Background: an optimization exercise with open tools, aiming at small area. Do not read the settings as production practice. At most, simulation tests tie the RTL to the original design; equivalence was not proved. No driver is modelled on the clock port, so clocking that relies on it looks cheaper here than on a real chip. Power figures rest on the tool's default switching activity, not on a simulated workload.

==> flow/design.v <==
package isotp_rx_pkg;
	localparam logic [1:0] OP_ARM   = 2'd0;
	localparam logic [1:0] OP_FRAME = 2'd1;
	localparam logic [1:0] OP_ABORT = 2'd2;
	localparam logic [1:0] KIND_BYTE  = 2'd0;
	localparam logic [1:0] KIND_FLOW  = 2'd1;
	localparam logic [1:0] KIND_ERROR = 2'd2;
	localparam logic [2:0] ERR_SINGLE = 3'd0;
	localparam logic [2:0] ERR_FIRST  = 3'd1;
	localparam logic [2:0] ERR_SEQ    = 3'd2;
	localparam logic [2:0] ERR_SHORT  = 3'd3;
	localparam logic [2:0] ERR_TYPE   = 3'd4;
endpackage
import isotp_rx_pkg::*;
module isotp_receive_reassembler #(
	parameter int MAX_MESSAGE_BYTES = 64
) (
	input  logic       clk,
	input  logic       arst_n,
	input  logic       in_valid,
	output logic       in_ready,
	input  logic [1:0] op,
	input  logic [3:0] dlc,
	input  logic [7:0] byte_0,
	input  logic [7:0] byte_1,
	input  logic [7:0] byte_2,
	input  logic [7:0] byte_3,
	input  logic [7:0] byte_4,
	input  logic [7:0] byte_5,
	input  logic [7:0] byte_6,
	input  logic [7:0] byte_7,
	output logic       out_valid,
	input  logic       out_ready,
	output logic [1:0] kind,
	output logic [7:0] data_byte,
	output logic [5:0] byte_index,
	output logic [6:0] msg_length,
	output logic [2:0] error_code,
	output logic       last
);
	localparam logic [1:0] ST_U = 2'b00;
	localparam logic [1:0] ST_A = 2'b01;
	localparam logic [1:0] ST_M = 2'b11;
	localparam logic [1:0] ST_S = 2'b10;
	localparam logic [2:0] C_FLOW = 3'b110;
	logic [1:0] st_q;
	logic [5:0] w_q;
	logic       ov_q;
	logic [5:0] total_q;    
	logic [5:0] cnt_q;
	logic [5:0] cnt_inc;
	logic [7:0] data_q;
	logic [2:0] c_q;
	logic [7:0] ring [64];
	logic [7:0][7:0] b;
	logic       armed;
	logic       multi;
	logic       strm;
	logic       out_free;
	logic       aligned;
	logic       accept;
	logic [3:0] pci;
	logic [3:0] nib;
	logic [3:0] n;
	logic [11:0] ftot;
	logic [6:0] total;
	logic [6:0] thr;        
	logic [5:0] wfin;       
	logic [2:0] copy;
	logic       cf_final;
	logic       last_shown;
	logic       emit;
	assign b        = {byte_7, byte_6, byte_5, byte_4, byte_3, byte_2, byte_1, byte_0};
	assign armed    = st_q[0];
	assign multi    = (st_q == ST_M);
	assign strm     = (st_q == ST_S);
	assign out_free = !ov_q || out_ready;
	assign aligned  = (w_q == 6'd5);
	assign in_ready = !strm && aligned && out_free;
	assign accept   = in_valid && in_ready;
	assign pci      = byte_0[7:4];
	assign nib      = byte_0[3:0];
	assign n        = dlc[3] ? 4'd8 : dlc;
	assign ftot     = {nib, byte_1};
	assign total    = {total_q == 6'd0, total_q};
	assign cnt_inc = cnt_q + 6'd1;
	assign thr  = {cnt_q[3:0], 3'b110} - {3'b0, cnt_q[3:0]};
	assign wfin = thr[5:0] - 6'd1;
	assign cf_final   = (total <= thr);
	assign copy       = cf_final ? (total_q[2:0] + cnt_inc[2:0]) : 3'd7;
	assign last_shown = (cnt_inc == total_q);
	assign emit       = strm && aligned && out_free && !(ov_q && last_shown);
	logic       wr;         
	logic       wlow;       
	logic       start;      
	logic       err;
	logic [2:0] ecode;
	logic       flow;
	always_comb begin
		wr    = 1'b0;
		wlow  = 1'b1;
		start = 1'b0;
		err   = 1'b0;
		ecode = ERR_TYPE;
		flow  = 1'b0;
		if (op == OP_FRAME && armed && dlc != 4'd0) begin
			case (pci)
				4'h0: begin
					if (nib == 4'd0 || nib > 4'd7 || nib >= n) begin
						err   = 1'b1;
						ecode = ERR_SINGLE;
					end else begin
						wr    = 1'b1;
						start = 1'b1;
					end
				end
				4'h1: begin
					if (!dlc[3]) begin
						err = 1'b1;
					end else if (ftot <= 12'd7 || ftot > 12'd64) begin
						err   = 1'b1;
						ecode = ERR_FIRST;
					end else begin
						wr   = 1'b1;
						flow = 1'b1;
					end
				end
				4'h2: begin
					if (!multi) begin
						err = 1'b1;
					end else if (nib != cnt_q[3:0]) begin
						err   = 1'b1;
						ecode = ERR_SEQ;
					end else if ({1'b0, copy} >= n) begin
						err   = 1'b1;
						ecode = ERR_SHORT;
					end else begin
						wr    = 1'b1;
						wlow  = (cnt_q[3:0] != 4'd9);
						start = cf_final;
					end
				end
				default: begin
					err = 1'b1;
				end
			endcase
		end
	end
	always_ff @(posedge clk or negedge arst_n) begin
		if (!arst_n) begin
			st_q <= ST_U;
			w_q  <= '0;
			ov_q <= 1'b0;
		end else begin
			if (emit || (err || flow) && accept) begin
				ov_q <= 1'b1;
			end else if (out_ready) begin
				ov_q <= 1'b0;
			end
			if (strm && ov_q && last_shown && out_ready) begin
				st_q <= ST_U;
			end
			if (accept) begin
				if (op == OP_ARM) begin
					st_q <= ST_A;
				end else if (op == OP_ABORT) begin
					st_q <= ST_U;
				end else if (start) begin
					st_q <= ST_S;
				end else if (flow) begin
					st_q <= ST_M;
				end else if (err && ecode == ERR_SEQ) begin
					st_q <= ST_A;
				end
			end
			if (accept && wr) begin
				if (start) begin
					w_q <= (pci == 4'h0) ? 6'd6 : wfin;
				end else begin
					w_q <= 6'd63;
				end
			end else if (!emit) begin
				w_q <= w_q + 6'd1;
			end
		end
	end
	always_ff @(posedge clk) begin
		if (accept && wr) begin
			if (pci == 4'h0) begin
				total_q <= {2'b0, nib};
			end else if (flow) begin
				total_q <= ftot[5:0];
			end
		end
		if (accept && start) begin
			cnt_q <= 6'd63;
		end else if (accept && flow) begin
			cnt_q <= 6'd1;
		end else if (accept && wr || emit) begin
			cnt_q <= cnt_inc;
		end
	end
	always_ff @(posedge clk) begin
		if (accept && (err || flow)) begin
			data_q[2:0] <= flow ? C_FLOW : ecode;
		end else if (emit) begin
			data_q <= ring[5];
		end
	end
	always_ff @(posedge clk) begin
		for (int k = 0; k < 64; k++) begin
			if (k < 7 && accept && wr && (k >= 5 || wlow)) begin
				ring[k] <= b[(7 - k) % 8];
			end else begin
				ring[k] <= ring[(k + 63) % 64];
			end
		end
	end
	assign out_valid  = ov_q;
	assign kind       = strm ? KIND_BYTE : ((c_q[2:1] == 2'b11) ? KIND_FLOW : KIND_ERROR);
	assign c_q        = data_q[2:0];
	assign data_byte  = strm ? data_q : 8'd0;
	assign byte_index = strm ? cnt_q : 6'd0;
	assign msg_length = strm ? total : 7'd0;
	assign error_code = (strm || c_q[2:1] == 2'b11) ? 3'd0 : c_q;
	assign last       = !strm || last_shown;
endmodule
==> flow/config.mk <==
export PLATFORM = sky130hd
export DESIGN_NAME = isotp_receive_reassembler
export DESIGN_NICKNAME = isotp_receive_reassembler
export VERILOG_FILES = /design/flow/design.v
export SDC_FILE = /design/flow/constraint.sdc
export NUM_CORES = 4
export LEC_CHECK = 0
export CAP_MARGIN = 20
export CORE_MARGIN = 2
export CORE_UTILIZATION = 40
export SLEW_MARGIN = 20
==> flow/constraint.sdc <==
create_clock -name core_clock -period 7.0 [get_ports {clk}]
set_input_delay 1.4000 -clock core_clock [delete_from_list [all_inputs] [get_ports {clk}]]
set_output_delay 1.4000 -clock core_clock [all_outputs]
set_load 0.01 [all_outputs]
standard.sh (not shown) runs the stock make flow with config.mk's settings and CLKGATE_MAP_FILE= SYNTH_SCRIPT=/design/flow/synth_recipe.tcl, a recipe that flattens the netlist after the stock synthesis.
==> flow/flow/run.sh <==
#!/bin/bash
# Standard ORFS layout (standard synthesis) with three changes:
#  - after floorplan, the combinational logic is remapped for area (OpenROAD restructure,
#    i.e. ABC with an area target, on a liberty copy without the platform's don't-use cells),
#    then repaired for slew, capacitance and setup;
#  - port buffers are buf_1, and the clock tree uses clkbuf_8 clusters without dummy loads;
#  - after CTS, cells on paths with slack to spare are downsized.
set -euo pipefail
here=$(pwd)
mkdir -p "$here/rmp"
lib=$FLOW_HOME/platforms/sky130hd/lib/sky130_fd_sc_hd__tt_025C_1v80.lib
dont_use=$(sed -n '/^export DONT_USE_CELLS += /,/^#/p' "$FLOW_HOME/platforms/sky130hd/config.mk" | grep -o 'sky130_fd_sc_hd__[a-z0-9_]*' | tr '\n' ' ')
python3 flow/filterlib.py "$lib" "$here/rmp/area.lib" $dont_use > "$here/rmp/filterlib.log" 2>&1
export RMP_LIB="$here/rmp/area.lib"
export RMP_DIR="$here/rmp"
export POST_FLOORPLAN_TCL="$here/flow/post_floorplan.tcl"
export BUFFER_PORTS_ARGS="-buffer_cell sky130_fd_sc_hd__buf_1"
export CTS_ARGS="-sink_clustering_enable -repair_clock_nets -sink_clustering_size 20 -sink_clustering_max_diameter 60 -buf_list sky130_fd_sc_hd__clkbuf_8 -dont_use_dummy_load"
export POST_CTS_TCL="$here/flow/post_cts.tcl"
bash standard.sh > standard.log 2>&1
==> flow/flow/filterlib.py <==
# usage: filterlib.py IN.lib OUT.lib CELL...   copy of a liberty file without the named cells
import sys, re
src, dst, drop = sys.argv[1], sys.argv[2], set(sys.argv[3:])
out = []
skip = 0
depth = 0
for line in open(src):
    if skip:
        depth += line.count('{') - line.count('}')
        if depth <= 0:
            skip = 0
        continue
    m = re.match(r'\s*cell\s*\(\s*"?([\w]+)"?\s*\)', line)
    if m and m.group(1) in drop:
        depth = line.count('{') - line.count('}')
        skip = 1 if depth > 0 else 0
        continue
    out.append(line)
open(dst, 'w').writelines(out)
==> flow/flow/post_cts.tcl <==
# recover area: downsize cells on paths with slack to spare
repair_timing -recover_power 100 -verbose
==> flow/flow/post_floorplan.tcl <==
# remap the combinational logic for area, then repair slew, capacitance and setup
restructure -target area -liberty_file $::env(RMP_LIB) \
  -tielo_port sky130_fd_sc_hd__conb_1/LO -tiehi_port sky130_fd_sc_hd__conb_1/HI \
  -work_dir $::env(RMP_DIR) -abc_logfile $::env(RMP_DIR)/abc.log
report_design_area
repair_design
repair_timing -setup -setup_margin 0.2
report_design_area
report_worst_slack
The starting point completed with no timing, DRC or antenna violations.
==> next run, changes <==
--- a/flow/design.v
+++ b/flow/design.v
@@ -50,6 +50,6 @@
 	logic [5:0] cnt_q;
 	logic [5:0] cnt_inc;
+	logic [2:0] c_q;
 	logic [7:0] data_q;
-	logic [2:0] c_q;
 	logic [7:0] ring [64];
 	logic [7:0][7:0] b;
@@ -65,6 +65,5 @@
 	logic [11:0] ftot;
 	logic [6:0] total;
-	logic [6:0] thr;        
-	logic [5:0] wfin;       
+	logic [5:0] have;       
 	logic [2:0] copy;
 	logic       cf_final;
@@ -85,8 +84,7 @@
 	assign total    = {total_q == 6'd0, total_q};
 	assign cnt_inc = cnt_q + 6'd1;
-	assign thr  = {cnt_q[3:0], 3'b110} - {3'b0, cnt_q[3:0]};
-	assign wfin = thr[5:0] - 6'd1;
-	assign cf_final   = (total <= thr);
-	assign copy       = cf_final ? (total_q[2:0] + cnt_inc[2:0]) : 3'd7;
+	assign have = {cnt_q[2:0], 3'b000} + ~{2'b0, cnt_q[3:0]};
+	assign cf_final   = (total_q[5:3] == 3'd0);
+	assign copy       = cf_final ? total_q[2:0] : 3'd7;
 	assign last_shown = (cnt_inc == total_q);
 	assign emit       = strm && aligned && out_free && !(ov_q && last_shown);
@@ -176,5 +174,5 @@
 			if (accept && wr) begin
 				if (start) begin
-					w_q <= (pci == 4'h0) ? 6'd6 : wfin;
+					w_q <= (pci == 4'h0) ? 6'd6 : (have + 6'd6);
 				end else begin
 					w_q <= 6'd63;
@@ -190,5 +188,9 @@
 				total_q <= {2'b0, nib};
 			end else if (flow) begin
-				total_q <= ftot[5:0];
+				total_q <= ftot[5:0] - 6'd6;
+			end else if (start) begin
+				total_q <= total_q + have;
+			end else begin
+				total_q <= total_q - 6'd7;
 			end
 		end
@@ -203,6 +205,7 @@
 	always_ff @(posedge clk) begin
 		if (accept && (err || flow)) begin
-			data_q[2:0] <= flow ? C_FLOW : ecode;
-		end else if (emit) begin
+			c_q <= flow ? C_FLOW : ecode;
+		end
+		if (emit) begin
 			data_q <= ring[5];
 		end
@@ -219,5 +222,4 @@
 	assign out_valid  = ov_q;
 	assign kind       = strm ? KIND_BYTE : ((c_q[2:1] == 2'b11) ? KIND_FLOW : KIND_ERROR);
-	assign c_q        = data_q[2:0];
 	assign data_byte  = strm ? data_q : 8'd0;
 	assign byte_index = strm ? cnt_q : 6'd0;
Hold slack gets worse by 9.2 ps.
Clock-buffer cell count rose by 3.
Utilization rose by 1.5 points.
Total power rose by 8.7%.
Global-route usage barely changes.
First-iteration DRC count fell by 3.1%.


isotp_receive_reassembler with an RTL version that a note above also has.
For scale: ~880 cells after synthesis, ~100 I/O pins.
==> module isotp_receive_reassembler, before the edit <==
module isotp_receive_reassembler #(
	parameter int MAX_MESSAGE_BYTES = 64
) (
	input  logic       clk,
	input  logic       arst_n,
	input  logic       in_valid,
	output logic       in_ready,
	input  logic [1:0] op,
	input  logic [3:0] dlc,
	input  logic [7:0] byte_0,
	input  logic [7:0] byte_1,
	input  logic [7:0] byte_2,
	input  logic [7:0] byte_3,
	input  logic [7:0] byte_4,
	input  logic [7:0] byte_5,
	input  logic [7:0] byte_6,
	input  logic [7:0] byte_7,
	output logic       out_valid,
	input  logic       out_ready,
	output logic [1:0] kind,
	output logic [7:0] data_byte,
	output logic [5:0] byte_index,
	output logic [6:0] msg_length,
	output logic [2:0] error_code,
	output logic       last
);
	localparam logic [1:0] ST_U = 2'b00;
	localparam logic [1:0] ST_A = 2'b01;
	localparam logic [1:0] ST_M = 2'b11;
	localparam logic [1:0] ST_S = 2'b10;
	localparam logic [2:0] C_FLOW = 3'b110;
	logic [1:0] st_q;
	logic [5:0] w_q;
	logic       ov_q;
	logic [5:0] total_q;    
	logic [5:0] cnt_q;
	logic [5:0] cnt_inc;
	logic [2:0] c_q;
	logic [7:0] data_q;
	logic [7:0] ring [64];
	logic [7:0][7:0] b;
	logic       armed;
	logic       multi;
	logic       strm;
	logic       out_free;
	logic       aligned;
	logic       accept;
	logic [3:0] pci;
	logic [3:0] nib;
	logic [3:0] n;
	logic [11:0] ftot;
	logic [6:0] total;
	logic [5:0] have;       
	logic [2:0] copy;
	logic       cf_final;
	logic       last_shown;
	logic       emit;
	assign b        = {byte_7, byte_6, byte_5, byte_4, byte_3, byte_2, byte_1, byte_0};
	assign armed    = st_q[0];
	assign multi    = (st_q == ST_M);
	assign strm     = (st_q == ST_S);
	assign out_free = !ov_q || out_ready;
	assign aligned  = (w_q == 6'd5);
	assign in_ready = !strm && aligned && out_free;
	assign accept   = in_valid && in_ready;
	assign pci      = byte_0[7:4];
	assign nib      = byte_0[3:0];
	assign n        = dlc[3] ? 4'd8 : dlc;
	assign ftot     = {nib, byte_1};
	assign total    = {total_q == 6'd0, total_q};
	assign cnt_inc = cnt_q + 6'd1;
	assign have = {cnt_q[2:0], 3'b000} + ~{2'b0, cnt_q[3:0]};
	assign cf_final   = (total_q[5:3] == 3'd0);
	assign copy       = cf_final ? total_q[2:0] : 3'd7;
	assign last_shown = (cnt_inc == total_q);
	assign emit       = strm && aligned && out_free && !(ov_q && last_shown);
	logic       wr;         
	logic       wlow;       
	logic       start;      
	logic       err;
	logic [2:0] ecode;
	logic       flow;
	always_comb begin
		wr    = 1'b0;
		wlow  = 1'b1;
		start = 1'b0;
		err   = 1'b0;
		ecode = ERR_TYPE;
		flow  = 1'b0;
		if (op == OP_FRAME && armed && dlc != 4'd0) begin
			case (pci)
				4'h0: begin
					if (nib == 4'd0 || nib > 4'd7 || nib >= n) begin
						err   = 1'b1;
						ecode = ERR_SINGLE;
					end else begin
						wr    = 1'b1;
						start = 1'b1;
					end
				end
				4'h1: begin
					if (!dlc[3]) begin
						err = 1'b1;
					end else if (ftot <= 12'd7 || ftot > 12'd64) begin
						err   = 1'b1;
						ecode = ERR_FIRST;
					end else begin
						wr   = 1'b1;
						flow = 1'b1;
					end
				end
				4'h2: begin
					if (!multi) begin
						err = 1'b1;
					end else if (nib != cnt_q[3:0]) begin
						err   = 1'b1;
						ecode = ERR_SEQ;
					end else if ({1'b0, copy} >= n) begin
						err   = 1'b1;
						ecode = ERR_SHORT;
					end else begin
						wr    = 1'b1;
						wlow  = (cnt_q[3:0] != 4'd9);
						start = cf_final;
					end
				end
				default: begin
					err = 1'b1;
				end
			endcase
		end
	end
	always_ff @(posedge clk or negedge arst_n) begin
		if (!arst_n) begin
			st_q <= ST_U;
			w_q  <= '0;
			ov_q <= 1'b0;
		end else begin
			if (emit || (err || flow) && accept) begin
				ov_q <= 1'b1;
			end else if (out_ready) begin
				ov_q <= 1'b0;
			end
			if (strm && ov_q && last_shown && out_ready) begin
				st_q <= ST_U;
			end
			if (accept) begin
				if (op == OP_ARM) begin
					st_q <= ST_A;
				end else if (op == OP_ABORT) begin
					st_q <= ST_U;
				end else if (start) begin
					st_q <= ST_S;
				end else if (flow) begin
					st_q <= ST_M;
				end else if (err && ecode == ERR_SEQ) begin
					st_q <= ST_A;
				end
			end
			if (accept && wr) begin
				if (start) begin
					w_q <= (pci == 4'h0) ? 6'd6 : (have + 6'd6);
				end else begin
					w_q <= 6'd63;
				end
			end else if (!emit) begin
				w_q <= w_q + 6'd1;
			end
		end
	end
	always_ff @(posedge clk) begin
		if (accept && wr) begin
			if (pci == 4'h0) begin
				total_q <= {2'b0, nib};
			end else if (flow) begin
				total_q <= ftot[5:0] - 6'd6;
			end else if (start) begin
				total_q <= total_q + have;
			end else begin
				total_q <= total_q - 6'd7;
			end
		end
		if (accept && start) begin
			cnt_q <= 6'd63;
		end else if (accept && flow) begin
			cnt_q <= 6'd1;
		end else if (accept && wr || emit) begin
			cnt_q <= cnt_inc;
		end
	end
	always_ff @(posedge clk) begin
		if (accept && (err || flow)) begin
			c_q <= flow ? C_FLOW : ecode;
		end
		if (emit) begin
			data_q <= ring[5];
		end
	end
	always_ff @(posedge clk) begin
		for (int k = 0; k < 64; k++) begin
			if (k < 7 && accept && wr && (k >= 5 || wlow)) begin
				ring[k] <= b[(7 - k) % 8];
			end else begin
				ring[k] <= ring[(k + 63) % 64];
			end
		end
	end
	assign out_valid  = ov_q;
	assign kind       = strm ? KIND_BYTE : ((c_q[2:1] == 2'b11) ? KIND_FLOW : KIND_ERROR);
	assign data_byte  = strm ? data_q : 8'd0;
	assign byte_index = strm ? cnt_q : 6'd0;
	assign msg_length = strm ? total : 7'd0;
	assign error_code = (strm || c_q[2:1] == 2'b11) ? 3'd0 : c_q;
	assign last       = !strm || last_shown;
endmodule
export LEC_CHECK = 0
export CAP_MARGIN = 20
export CORE_MARGIN = 2
export CORE_UTILIZATION = 40
export CTS_BUF_LIST = sky130_fd_sc_hd__clkbuf_8
export CTS_CLUSTER_DIAMETER = 60
export CTS_CLUSTER_SIZE = 20
export SLEW_MARGIN = 20
create_clock -name core_clock -period 7.0 [get_ports {clk}]
run.sh (not shown) runs the stock make flow with config.mk's settings and CLKGATE_MAP_FILE= SYNTH_SCRIPT=/design/flow/synth_recipe.tcl, a recipe that flattens the netlist after the stock synthesis.
Stock flow here: none of the scripts above is used.
Next try:
--- a/flow/design.v
+++ b/flow/design.v
@@ -45,14 +45,14 @@
 	localparam logic [2:0] C_FLOW = 3'b110;
 	logic [1:0] st_q;
 	logic [5:0] w_q;
 	logic       ov_q;
 	logic [5:0] total_q;    
-	logic [5:0] cnt_q;
-	logic [5:0] cnt_inc;
+	logic [3:0] seq_q;
 	logic [2:0] c_q;
 	logic [7:0] data_q;
+	logic [5:0] idx_q;
 	logic [7:0] ring [64];
 	logic [7:0][7:0] b;
 	logic       armed;
 	logic       multi;
 	logic       strm;
@@ -62,11 +62,12 @@
 	logic [3:0] pci;
 	logic [3:0] nib;
 	logic [3:0] n;
 	logic [11:0] ftot;
 	logic [6:0] total;
-	logic [5:0] have;       
+	logic [6:0] thr;        
+	logic [5:0] wfin;       
 	logic [2:0] copy;
 	logic       cf_final;
 	logic       last_shown;
 	logic       emit;
 	assign b        = {byte_7, byte_6, byte_5, byte_4, byte_3, byte_2, byte_1, byte_0};
@@ -80,25 +81,25 @@
 	assign pci      = byte_0[7:4];
 	assign nib      = byte_0[3:0];
 	assign n        = dlc[3] ? 4'd8 : dlc;
 	assign ftot     = {nib, byte_1};
 	assign total    = {total_q == 6'd0, total_q};
-	assign cnt_inc = cnt_q + 6'd1;
-	assign have = {cnt_q[2:0], 3'b000} + ~{2'b0, cnt_q[3:0]};
-	assign cf_final   = (total_q[5:3] == 3'd0);
-	assign copy       = cf_final ? total_q[2:0] : 3'd7;
-	assign last_shown = (cnt_inc == total_q);
+	assign thr  = {seq_q, 3'b110} - {3'b0, seq_q};
+	assign wfin = thr[5:0] - 6'd1;
+	assign cf_final   = (total <= thr);
+	assign copy       = cf_final ? (total_q[2:0] + seq_q[2:0] + 3'd1) : 3'd7;
+	assign last_shown = ((idx_q + 6'd1) == total_q);
 	assign emit       = strm && aligned && out_free && !(ov_q && last_shown);
 	logic       wr;         
-	logic       wlow;       
+	logic [2:0] wcnt;       
 	logic       start;      
 	logic       err;
 	logic [2:0] ecode;
 	logic       flow;
 	always_comb begin
 		wr    = 1'b0;
-		wlow  = 1'b1;
+		wcnt  = 3'd7;
 		start = 1'b0;
 		err   = 1'b0;
 		ecode = ERR_TYPE;
 		flow  = 1'b0;
 		if (op == OP_FRAME && armed && dlc != 4'd0) begin
@@ -124,19 +125,19 @@
 					end
 				end
 				4'h2: begin
 					if (!multi) begin
 						err = 1'b1;
-					end else if (nib != cnt_q[3:0]) begin
+					end else if (nib != seq_q) begin
 						err   = 1'b1;
 						ecode = ERR_SEQ;
 					end else if ({1'b0, copy} >= n) begin
 						err   = 1'b1;
 						ecode = ERR_SHORT;
 					end else begin
 						wr    = 1'b1;
-						wlow  = (cnt_q[3:0] != 4'd9);
+						wcnt  = copy;
 						start = cf_final;
 					end
 				end
 				default: begin
 					err = 1'b1;
@@ -171,11 +172,11 @@
 					st_q <= ST_A;
 				end
 			end
 			if (accept && wr) begin
 				if (start) begin
-					w_q <= (pci == 4'h0) ? 6'd6 : (have + 6'd6);
+					w_q <= (pci == 4'h0) ? 6'd6 : wfin;
 				end else begin
 					w_q <= 6'd63;
 				end
 			end else if (!emit) begin
 				w_q <= w_q + 6'd1;
@@ -185,45 +186,42 @@
 	always_ff @(posedge clk) begin
 		if (accept && wr) begin
 			if (pci == 4'h0) begin
 				total_q <= {2'b0, nib};
 			end else if (flow) begin
-				total_q <= ftot[5:0] - 6'd6;
-			end else if (start) begin
-				total_q <= total_q + have;
+				total_q <= ftot[5:0];
+				seq_q   <= 4'd1;
 			end else begin
-				total_q <= total_q - 6'd7;
-			end
-		end
-		if (accept && start) begin
-			cnt_q <= 6'd63;
-		end else if (accept && flow) begin
-			cnt_q <= 6'd1;
-		end else if (accept && wr || emit) begin
-			cnt_q <= cnt_inc;
+				seq_q   <= seq_q + 4'd1;
+			end
 		end
 	end
 	always_ff @(posedge clk) begin
 		if (accept && (err || flow)) begin
 			c_q <= flow ? C_FLOW : ecode;
 		end
 		if (emit) begin
 			data_q <= ring[5];
 		end
+		if (emit) begin
+			idx_q <= idx_q + 6'd1;
+		end else if (accept && start) begin
+			idx_q <= 6'd63;
+		end
 	end
 	always_ff @(posedge clk) begin
 		for (int k = 0; k < 64; k++) begin
-			if (k < 7 && accept && wr && (k >= 5 || wlow)) begin
+			if (k < 7 && accept && wr && k + wcnt >= 7) begin
 				ring[k] <= b[(7 - k) % 8];
 			end else begin
 				ring[k] <= ring[(k + 63) % 64];
 			end
 		end
 	end
 	assign out_valid  = ov_q;
 	assign kind       = strm ? KIND_BYTE : ((c_q[2:1] == 2'b11) ? KIND_FLOW : KIND_ERROR);
 	assign data_byte  = strm ? data_q : 8'd0;
-	assign byte_index = strm ? cnt_q : 6'd0;
+	assign byte_index = strm ? idx_q : 6'd0;
 	assign msg_length = strm ? total : 7'd0;
 	assign error_code = (strm || c_q[2:1] == 2'b11) ? 3'd0 : c_q;
 	assign last       = !strm || last_shown;
 endmodule
What happened: The new run finished clean. Critical path depth came out higher by 3. Design area rose by 3.5%. Global-route usage is about the same. Sequential cell count came out higher by 4. Sequential share of layout area decreases by 1.3 points. Via count came out higher by 3.0%. Clock power rose by about 4%.
Only the layout flow was run in the second run of this note; the RTL was not checked for function there.

==> afterwards: timing with drivers on the ports <==
The flow's constraints put no driver on any port. The routed layouts listed below were extracted and timed again, unchanged, in two steps.
Step 1: set_driving_cell puts a clkbuf_16 on clk and a buf_2 on each other input, an assumption about the parent block.
Step 2 moves the port delays by t, midway between the first and last clock arrival at a register: inputs arrive t later, outputs are due t later. That takes back most of the time a late clock gives input paths.
Slacks: ideal / step 1 / step 2; pairs: ideal / step 1.
| run | shift t [ns] | slack for setup (ns) | worst setup path after step 2 | clock arrival spread, ns |
|---|---|---|---|---|
| the first run of note 1 | 0.556 | 1.201 / 1.201 / 0.964 | input to register | 0.079 / 0.079 |
| the second run of note 1 | 0.560 | 1.934 / 1.953 / 1.392 | input to register | 0.089 / 0.089 |
| the first run of note 2 | 0.583 | 2.272 / 2.276 / 1.709 | input to register | 0.020 / 0.020 |
| the second run of note 2 | 0.593 | 0.732 / 0.732 / 0.732 | register to register | 0.027 / 0.027 |
After both steps setup and hold are still met in every run listed. For the first run of note 2, which loses most, drivers alone change the setup slack by +0.004 ns; drivers and shift together by -0.563 ns.
